Background: an optimization exercise with open tools, aiming at small area. Do not read the settings as production practice.
At most, simulation tests tie the RTL to the original design; equivalence was not proved.
No activity file was given, so power comes from the tool's default toggle rates.

==> module exec_mem_display, before the edit <==
module exec_mem_display #(
    parameter int SCAN_BITS = 17
) (
    input  logic        clk,
    input  logic        rst,
    input  logic [31:0] alu_x,
    input  logic [31:0] alu_y,
    input  logic [3:0]  alu_op,
    output logic [31:0] alu_r,
    output logic [31:0] alu_r2,
    output logic        alu_of,
    output logic        alu_cf,
    output logic        alu_eq,
    input  logic [5:0]  ram_addr,
    input  logic [5:0]  ram_addr_display,
    input  logic [31:0] ram_din,
    input  logic        ram_we,
    input  logic [1:0]  ram_mode,
    input  logic [1:0]  ram_byte,
    output logic [31:0] ram_dout,
    output logic [31:0] ram_display,
    input  logic [2:0]  display,
    input  logic [31:0] total_cycles,
    input  logic [31:0] condi_num,
    input  logic [31:0] uncondi_num,
    input  logic [31:0] condi_suc_num,
    input  logic [31:0] syscall_out,
    input  logic [31:0] show_pc,
    output logic [7:0]  an,
    output logic [7:0]  seg
);
    logic [32:0] w_sum;
    logic [32:0] w_diff;
    assign w_sum  = {1'b0, alu_x} + {1'b0, alu_y};
    assign w_diff = {1'b0, alu_x} - {1'b0, alu_y};
    always_comb begin
        alu_r  = 32'd0;
        alu_r2 = 32'd0;
        alu_of = 1'b0;
        alu_cf = 1'b0;
        alu_eq = (alu_x == alu_y);
        case (alu_op)
            4'd0: alu_r = alu_x << alu_y[4:0];
            4'd1: alu_r = $signed(alu_x) >>> alu_y[4:0];
            4'd2: alu_r = alu_x >> alu_y[4:0];
            4'd5: begin
                alu_r  = w_sum[31:0];
                alu_cf = w_sum[32];
                alu_of = (alu_x[31] == alu_y[31]) && (w_sum[31] != alu_x[31]);
            end
            4'd6: begin
                alu_r  = w_diff[31:0];
                alu_cf = w_diff[32];
                alu_of = (alu_x[31] != alu_y[31]) && (w_diff[31] != alu_x[31]);
            end
            4'd7:  alu_r = alu_x & alu_y;
            4'd8:  alu_r = alu_x | alu_y;
            4'd9:  alu_r = alu_x ^ alu_y;
            4'd10: alu_r = ~(alu_x | alu_y);
            4'd11: alu_r = {31'd0, $signed(alu_x) < $signed(alu_y)};
            4'd12: alu_r = {31'd0, alu_x < alu_y};
            default: alu_r = 32'd0;
        endcase
    end
    logic [31:0] r_mem [64];
    logic [31:0] w_wdata;
    logic [31:0] w_bus;
    logic [63:0] w_sel_a;
    logic [63:0] w_sel_d;
    logic [63:0] w_wen;
    always_comb begin
        for (int i = 0; i < 64; i++) begin
            w_sel_a[i] = (ram_addr == i[5:0]);
            w_sel_d[i] = (ram_addr_display == i[5:0]);
            w_wen[i]   = rst | (ram_we & w_sel_a[i]);
        end
    end
    always_comb begin
        ram_dout    = 32'd0;
        ram_display = 32'd0;
        for (int i = 0; i < 64; i++) begin
            ram_dout    = ram_dout    | (r_mem[i] & {32{w_sel_a[i]}});
            ram_display = ram_display | (r_mem[i] & {32{w_sel_d[i]}});
        end
    end
    always_comb begin
        w_wdata = ram_dout;
        case (ram_mode)
            2'b00: begin
                case (ram_byte)
                    2'd0: w_wdata[7:0]   = ram_din[7:0];
                    2'd1: w_wdata[15:8]  = ram_din[7:0];
                    2'd2: w_wdata[23:16] = ram_din[7:0];
                    default: w_wdata[31:24] = ram_din[7:0];
                endcase
            end
            2'b01: begin
                if (ram_byte[1]) w_wdata[31:16] = ram_din[15:0];
                else             w_wdata[15:0]  = ram_din[15:0];
            end
            default: w_wdata = ram_din;
        endcase
    end
    assign w_bus = w_wdata & {32{~rst}};
    always_ff @(posedge clk) begin
        for (int i = 0; i < 64; i++)
            if (w_wen[i]) r_mem[i] <= w_bus;
    end
    logic [SCAN_BITS+2:0] r_scan;
    always_ff @(posedge clk) begin
        if (rst) r_scan <= '0;
        else     r_scan <= r_scan + 1'b1;
    end
    logic [2:0]  w_digit;
    logic [31:0] w_val;
    logic [3:0]  w_nib;
    assign w_digit = r_scan[SCAN_BITS+2:SCAN_BITS];
    assign an      = ~(8'b1 << w_digit);
    assign w_nib   = w_val[{w_digit, 2'b00} +: 4];
    always_comb begin
        w_val = 32'd0;
        case (display)
            3'd0: w_val = ram_display;
            3'd1: w_val = total_cycles;
            3'd2: w_val = condi_num;
            3'd3: w_val = uncondi_num;
            3'd4: w_val = condi_suc_num;
            3'd5: w_val = syscall_out;
            3'd6: w_val = show_pc;
            default: w_val = 32'd0;
        endcase
    end
    always_comb begin
        seg = 8'hC0;
        case (w_nib)
            4'h0: seg = 8'hC0;
            4'h1: seg = 8'hF9;
            4'h2: seg = 8'hA4;
            4'h3: seg = 8'hB0;
            4'h4: seg = 8'h99;
            4'h5: seg = 8'h92;
            4'h6: seg = 8'h82;
            4'h7: seg = 8'hF8;
            4'h8: seg = 8'h80;
            4'h9: seg = 8'h90;
            4'hA: seg = 8'h88;
            4'hB: seg = 8'h83;
            4'hC: seg = 8'hC6;
            4'hD: seg = 8'hA1;
            4'hE: seg = 8'h86;
            default: seg = 8'h8E;
        endcase
    end
endmodule
clock: 12.0 ns
lec_check: 0
cap_margin: 20
cell_pad_in_sites_detail_placement: 1
cell_pad_in_sites_global_placement: 2
core_margin: 2
core_utilization: 30
place_density: 0.5
slew_margin: 20
run.sh (not shown) runs the stock make flow with config.mk's settings and CLKGATE_MAP_FILE= SYNTH_SCRIPT=/design/flow/synth_recipe.tcl, a recipe that flattens the netlist after the stock synthesis.
Edit:
--- a/flow/design.v
+++ b/flow/design.v
@@ -62,29 +62,12 @@
             default: alu_r = 32'd0;
         endcase
     end
     logic [31:0] r_mem [64];
     logic [31:0] w_wdata;
-    logic [31:0] w_bus;
-    logic [63:0] w_sel_a;
-    logic [63:0] w_sel_d;
-    logic [63:0] w_wen;
-    always_comb begin
-        for (int i = 0; i < 64; i++) begin
-            w_sel_a[i] = (ram_addr == i[5:0]);
-            w_sel_d[i] = (ram_addr_display == i[5:0]);
-            w_wen[i]   = rst | (ram_we & w_sel_a[i]);
-        end
-    end
-    always_comb begin
-        ram_dout    = 32'd0;
-        ram_display = 32'd0;
-        for (int i = 0; i < 64; i++) begin
-            ram_dout    = ram_dout    | (r_mem[i] & {32{w_sel_a[i]}});
-            ram_display = ram_display | (r_mem[i] & {32{w_sel_d[i]}});
-        end
-    end
+    assign ram_dout    = r_mem[ram_addr];
+    assign ram_display = r_mem[ram_addr_display];
     always_comb begin
         w_wdata = ram_dout;
         case (ram_mode)
             2'b00: begin
                 case (ram_byte)
@@ -99,14 +82,16 @@
                 else             w_wdata[15:0]  = ram_din[15:0];
             end
             default: w_wdata = ram_din;
         endcase
     end
-    assign w_bus = w_wdata & {32{~rst}};
     always_ff @(posedge clk) begin
-        for (int i = 0; i < 64; i++)
-            if (w_wen[i]) r_mem[i] <= w_bus;
+        if (rst) begin
+            for (int i = 0; i < 64; i++) r_mem[i] <= 32'd0;
+        end else if (ram_we) begin
+            r_mem[ram_addr] <= w_wdata;
+        end
     end
     logic [SCAN_BITS+2:0] r_scan;
     always_ff @(posedge clk) begin
         if (rst) r_scan <= '0;
         else     r_scan <= r_scan + 1'b1;
The changed run produced a clean layout.
Maximum frequency went down by a few percent.
Non-clock buffer count went up by 25.
Worst setup slack loses 520 ps.
Total power went up slightly.
Design area went up by a little under a tenth.
Die area went up by a little under a tenth.
Critical path depth went down by 2.
Combinational power went up by a quarter to a third.
Via count went down by a few percent.
Sequential cell count stays the same.
Cell count went up by a few percent.
Worst hold slack stays flat.
The RTL of the first run of this note was laid out without a check of its function.

## afterwards: timing with drivers on the ports
No port has a modelled driver above. Below, the same layouts with a new extraction and two added sets of constraints. Step 1: set_driving_cell puts a clkbuf_16 on clk and a buf_2 on each other input, an assumption about the parent block. Step 2 times the ports against the registers' clock, not the clock port: input delays grow and output delays shrink by t, the midpoint of the rising clock arrivals with the driver on. Slacks: ideal ports / drivers / drivers and shift; pairs: ideal ports / drivers.
| run | t, ns | setup WS [ns] | worst setup path after step 2 |
|---|---|---|---|
| the first run | 1.095 | 0.836 / 0.803 / 0.803 | input to output |
| the second run | 1.020 | 0.318 / 0.279 / 0.279 | input to output |
After both steps setup and hold are still met in every run listed. For the second run, which loses most, drivers alone change the setup slack by -0.039 ns; drivers and shift together by -0.039 ns.
